From an optimization exercise on the open Yosys and OpenROAD flow, aimed at small area and a short achievable clock period; shortcuts taken in it are not production practice. The RTL was checked by simulation tests, not by an equivalence proof against the original design. Power and IR drop assume default switching activity.

==> v15 <==
## wide_mult_result_serializer
module wide_mult_result_serializer #(
  parameter int LATENCY = 7,
  parameter int DEPTH   = 8
) (
  input  logic         clock,
  input  logic         resetn,
  input  logic         start,
  input  logic [255:0] return_val,
  input  logic         clear,
  output logic [63:0]  out_data,
  output logic         out_valid,
  input  logic         out_ready,
  output logic         out_last,
  output logic [7:0]   out_tag,
  output logic [4:0]   fifo_count,
  output logic         overflow
);
==> module wide_mult_result_serializer, before the edit <==
module wide_mult_result_serializer #(
  parameter int LATENCY = 7,
  parameter int DEPTH   = 8
) (
  input  logic         clock,
  input  logic         resetn,
  input  logic         start,
  input  logic [255:0] return_val,
  input  logic         clear,
  output logic [63:0]  out_data,
  output logic         out_valid,
  input  logic         out_ready,
  output logic         out_last,
  output logic [7:0]   out_tag,
  output logic [4:0]   fifo_count,
  output logic         overflow
);
  localparam int PW = $clog2(DEPTH);
  localparam int NW = 4 * DEPTH;
  logic [LATENCY-1:0] tracker;
  logic [LATENCY-1:0] tracker_next;
  logic               capture;
  logic               capture_next;
  logic [255:0]       mem_d [DEPTH];
  logic [7:0]         mem_t [DEPTH];
  logic [PW-1:0]      wr_ptr;
  logic [1:0]         beat;
  logic [7:0]         seq;
  logic [4:0]         count;
  logic               valid_r;
  logic               full_r;
  logic               multi_r;    
  logic [NW-1:0]      rsel;       
  logic [DEPTH-1:0]   we_r;       
  logic [63:0]        data_r;
  logic [7:0]         tag_r;
  logic               last_r;
  logic               ovf_r;
  logic               xfer;
  logic               pop;
  logic               store;
  logic [1:0]         beat_n;
  logic [PW-1:0]      wr_ptr_n;
  logic [4:0]         count_n;
  logic [63:0]        rd_word;
  logic [7:0]         rd_tag;
  logic               a_rd;       
  logic               a_rv;       
  logic               a_tag_rd;   
  logic               a_tag_hold;
  logic               b_rv;       
  logic [63:0]        data_a;
  logic [63:0]        data_b;
  logic [7:0]         tag_a;
  logic [7:0]         tag_b;
  generate
    if (LATENCY > 1) begin : g_shift
      assign tracker_next = {tracker[LATENCY-2:0], start};
      assign capture_next = tracker[LATENCY-2];
    end else begin : g_single
      assign tracker_next = start;
      assign capture_next = start;
    end
  endgenerate
  assign capture = tracker[LATENCY-1];
  assign xfer    = valid_r & out_ready;
  assign pop     = xfer & (beat == 2'd3);
  assign store   = capture & (~full_r | pop);
  assign beat_n   = xfer ? beat + 2'd1 : beat;
  assign wr_ptr_n = store ? wr_ptr + 1'b1 : wr_ptr;
  always_comb begin
    count_n = count;
    if (store && !pop) count_n = count + 5'd1;
    else if (pop && !store) count_n = count - 5'd1;
  end
  always_comb begin
    rd_word = '0;
    for (int i = 0; i < NW; i++)
      rd_word = rd_word | (mem_d[i/4][64*(i%4) +: 64] & {64{rsel[i]}});
    rd_tag = '0;
    for (int i = 0; i < DEPTH; i++)
      rd_tag = rd_tag | (mem_t[i] & {8{rsel[4*i]}});
  end
  assign a_rd       = valid_r & ((beat != 2'd3) | multi_r);
  assign a_rv       = capture & ~a_rd;
  assign a_tag_rd   = valid_r & (beat == 2'd3) & multi_r;
  assign a_tag_hold = valid_r & (beat != 2'd3);
  assign b_rv       = capture & ~valid_r;
  assign data_a = (rd_word & {64{a_rd}}) | (return_val[63:0] & {64{a_rv}});
  assign data_b = (data_r & {64{valid_r}}) | (return_val[63:0] & {64{b_rv}});
  assign tag_a  = (rd_tag & {8{a_tag_rd}}) | (tag_r & {8{a_tag_hold}}) |
                  (seq & {8{a_rv}});
  assign tag_b  = (tag_r & {8{valid_r}}) | (seq & {8{b_rv}});
  always_ff @(posedge clock or negedge resetn) begin
    if (!resetn) begin
      tracker <= '0;
      wr_ptr  <= '0;
      beat    <= 2'd0;
      seq     <= 8'd0;
      count   <= 5'd0;
      valid_r <= 1'b0;
      full_r  <= 1'b0;
      multi_r <= 1'b0;
      rsel    <= NW'(2);
      we_r    <= '0;
      data_r  <= '0;
      tag_r   <= '0;
      last_r  <= 1'b0;
      ovf_r   <= 1'b0;
    end else if (clear) begin
      tracker <= '0;
      wr_ptr  <= '0;
      beat    <= 2'd0;
      seq     <= 8'd0;
      count   <= 5'd0;
      valid_r <= 1'b0;
      full_r  <= 1'b0;
      multi_r <= 1'b0;
      rsel    <= NW'(2);
      we_r    <= '0;
      data_r  <= '0;
      tag_r   <= '0;
      last_r  <= 1'b0;
      ovf_r   <= 1'b0;
    end else begin
      tracker <= tracker_next;
      if (capture) seq <= seq + 8'd1;
      wr_ptr  <= wr_ptr_n;
      beat    <= beat_n;
      count   <= count_n;
      valid_r <= (count_n != 5'd0);
      full_r  <= (count_n == 5'(DEPTH));
      multi_r <= (count_n > 5'd1);
      last_r  <= (count_n != 5'd0) & (beat_n == 2'd3);
      if (xfer) rsel <= {rsel[NW-2:0], rsel[NW-1]};
      for (int e = 0; e < DEPTH; e++)
        we_r[e] <= capture_next & (wr_ptr_n == PW'(e)) &
                   ((count_n != 5'(DEPTH)) | (beat_n == 2'd3));
      if (capture & full_r & ~pop) ovf_r <= 1'b1;
      data_r  <= out_ready ? data_a : data_b;
      tag_r   <= out_ready ? tag_a : tag_b;
    end
  end
  always_ff @(posedge clock) begin
    for (int e = 0; e < DEPTH; e++)
      if (we_r[e]) begin
        mem_d[e] <= return_val;
        mem_t[e] <= seq;
      end
  end
  assign out_data   = data_r;
  assign out_valid  = valid_r;
  assign out_last   = last_r;
  assign out_tag    = tag_r;
  assign fifo_count = count;
  assign overflow   = ovf_r;
endmodule
clock: 5.5 ns
lec_check: 0
cap_margin: 20
core_margin: 2
core_utilization: 45
cts_cluster_diameter: 60
cts_cluster_size: 30
setup_slack_margin: 3.0
slew_margin: 20
run.sh (not shown) runs the stock make flow with config.mk's settings and CLKGATE_MAP_FILE= SYNTH_SCRIPT=/design/flow/synth_recipe.tcl, a recipe that flattens the netlist after the stock synthesis.
==> v26: changes against v15 <==
==> flow/flow/run.sh (new file) <==
#!/bin/bash
set -euo pipefail
export BUFFER_PORTS_ARGS="-buffer_cell sky130_fd_sc_hd__buf_1"
bash standard.sh > standard_flow.log 2>&1
==> flow/standard.sh (new file) <==
#!/bin/bash
# synth_recipe.tcl (not shown) runs the flow's synth.tcl, then flattens the netlist and writes it again
# the make line also repeats each setting of config.mk as NAME=value (left out here)
make -C /OpenROAD-flow-scripts/flow DESIGN_CONFIG=/design/flow/config.mk WORK_HOME=/design/flow/orfs CLKGATE_MAP_FILE= SYNTH_SCRIPT=/design/flow/synth_recipe.tcl "${@:-finish}"
CORE_UTILIZATION = 52   (was 45)
removed: flow/run.sh
==> v3: changes against v15 <==
==> flow/design.v (replaced) <==
module wide_mult_result_serializer #(
  parameter int LATENCY = 7,
  parameter int DEPTH   = 8
) (
  input  logic         clock,
  input  logic         resetn,
  input  logic         start,
  input  logic [255:0] return_val,
  input  logic         clear,
  output logic [63:0]  out_data,
  output logic         out_valid,
  input  logic         out_ready,
  output logic         out_last,
  output logic [7:0]   out_tag,
  output logic [4:0]   fifo_count,
  output logic         overflow
);
  localparam int PW = $clog2(DEPTH);
  logic [LATENCY-1:0] tracker;
  logic [LATENCY-1:0] tracker_next;
  logic               capture;
  logic [255:0]       mem_d [DEPTH];
  logic [7:0]         mem_t [DEPTH];
  logic [PW-1:0]      wr_ptr;
  logic [PW-1:0]      rd_ptr;
  logic [PW-1:0]      ra_ent;
  logic [1:0]         ra_word;
  logic [1:0]         beat;
  logic [7:0]         seq;
  logic [4:0]         count;
  logic               valid_r;
  logic               full_r;
  logic               multi_r;    
  logic [63:0]        data_r;
  logic [7:0]         tag_r;
  logic               last_r;
  logic               ovf_r;
  logic               xfer;
  logic               pop;
  logic               store;
  logic               we;
  logic [1:0]         beat_n;
  logic [PW-1:0]      rd_ptr_n;
  logic [4:0]         count_n;
  logic [63:0]        rd_word;
  logic [7:0]         rd_tag;
  logic               sel_rd;
  logic               sel_rv;
  logic               sel_hold;
  logic               tsel_rd;
  logic               tsel_hold;
  generate
    if (LATENCY > 1) begin : g_shift
      assign tracker_next = {tracker[LATENCY-2:0], start};
    end else begin : g_single
      assign tracker_next = start;
    end
  endgenerate
  assign capture = tracker[LATENCY-1];
  assign xfer    = valid_r & out_ready;
  assign pop     = xfer & (beat == 2'd3);
  assign store   = capture & (~full_r | pop);
  assign we      = capture & (~full_r | (beat == 2'd3));
  assign beat_n   = xfer ? beat + 2'd1 : beat;
  assign rd_ptr_n = pop ? rd_ptr + 1'b1 : rd_ptr;
  always_comb begin
    count_n = count;
    if (store && !pop) count_n = count + 5'd1;
    else if (pop && !store) count_n = count - 5'd1;
  end
  assign rd_word = mem_d[ra_ent][64*ra_word +: 64];
  assign rd_tag  = mem_t[ra_ent];
  assign sel_rd    = xfer & ((beat != 2'd3) | multi_r);
  assign sel_rv    = capture & ((pop & ~multi_r) | ~valid_r);
  assign sel_hold  = ~xfer & valid_r;
  assign tsel_rd   = pop & multi_r;
  assign tsel_hold = valid_r & ~pop;
  always_ff @(posedge clock or negedge resetn) begin
    if (!resetn) begin
      tracker <= '0;
      wr_ptr  <= '0;
      rd_ptr  <= '0;
      ra_ent  <= '0;
      ra_word <= 2'd1;
      beat    <= 2'd0;
      seq     <= 8'd0;
      count   <= 5'd0;
      valid_r <= 1'b0;
      full_r  <= 1'b0;
      multi_r <= 1'b0;
      data_r  <= '0;
      tag_r   <= '0;
      last_r  <= 1'b0;
      ovf_r   <= 1'b0;
    end else if (clear) begin
      tracker <= '0;
      wr_ptr  <= '0;
      rd_ptr  <= '0;
      ra_ent  <= '0;
      ra_word <= 2'd1;
      beat    <= 2'd0;
      seq     <= 8'd0;
      count   <= 5'd0;
      valid_r <= 1'b0;
      full_r  <= 1'b0;
      multi_r <= 1'b0;
      data_r  <= '0;
      tag_r   <= '0;
      last_r  <= 1'b0;
      ovf_r   <= 1'b0;
    end else begin
      tracker <= tracker_next;
      if (capture) seq <= seq + 8'd1;
      if (store) wr_ptr <= wr_ptr + 1'b1;
      rd_ptr  <= rd_ptr_n;
      beat    <= beat_n;
      ra_ent  <= (beat_n == 2'd3) ? rd_ptr_n + 1'b1 : rd_ptr_n;
      ra_word <= beat_n + 2'd1;
      count   <= count_n;
      valid_r <= (count_n != 5'd0);
      full_r  <= (count_n == 5'(DEPTH));
      multi_r <= (count_n > 5'd1);
      last_r  <= (count_n != 5'd0) & (beat_n == 2'd3);
      if (capture & full_r & ~pop) ovf_r <= 1'b1;
      data_r  <= (rd_word & {64{sel_rd}}) | (return_val[63:0] & {64{sel_rv}}) |
                 (data_r & {64{sel_hold}});
      tag_r   <= (rd_tag & {8{tsel_rd}}) | (seq & {8{sel_rv}}) |
                 (tag_r & {8{tsel_hold}});
    end
  end
  always_ff @(posedge clock) begin
    if (we) begin
      mem_d[wr_ptr] <= return_val;
      mem_t[wr_ptr] <= seq;
    end
  end
  assign out_data   = data_r;
  assign out_valid  = valid_r;
  assign out_last   = last_r;
  assign out_tag    = tag_r;
  assign fifo_count = count;
  assign overflow   = ovf_r;
endmodule
CORE_UTILIZATION = 60   (was 45)
SETUP_SLACK_MARGIN = 2.5   (was 3.0)
TNS_END_PERCENT = 10   (was not set)
==> summary of the runs <==
- Against v26, the combinational power of v3 is smaller by about 15%.
- The lowest sequential share of layout area belongs to v3, the highest to v26.
- Against v26, the worst hold slack of v15 is worse by 85 ps.
- Clock-buffer cell count is the same in v26 and v3.

## static timing again, ports no longer ideal
Ports are ideal in the flow. The routed layouts listed here were re-timed in OpenROAD. Step 1 (the two cells are an assumption about what drives the block):
set clk [get_ports {clock}]
set_driving_cell -lib_cell sky130_fd_sc_hd__clkbuf_16 $clk
set_driving_cell -lib_cell sky130_fd_sc_hd__buf_2 [delete_from_list [all_inputs] $clk]
Step 2 also shifts input and output timing later by t, the mid clock arrival at the registers, as if the neighbouring blocks saw the same clock. Three values: ideal, step 1, step 2; two values: the first two.
run	shift t [ns]	setup WS [ns]	hold slack, ns	slew at the worst register clock pin (ns)
v15	0.899	2.915 / 2.829 / 2.285	0.231 / 0.195 / 0.466	0.11 / 0.11
v26	0.874	2.958 / 2.873 / 2.590	0.315 / 0.254 / 0.472	0.10 / 0.10
v3	0.872	2.287 / 2.287 / 1.651	0.428 / 0.386 / 0.478	0.10 / 0.10
After both steps setup and hold are still met in every run listed. For v3, which loses most, drivers alone change the setup slack by 0.000 ns; drivers and shift together by -0.636 ns.
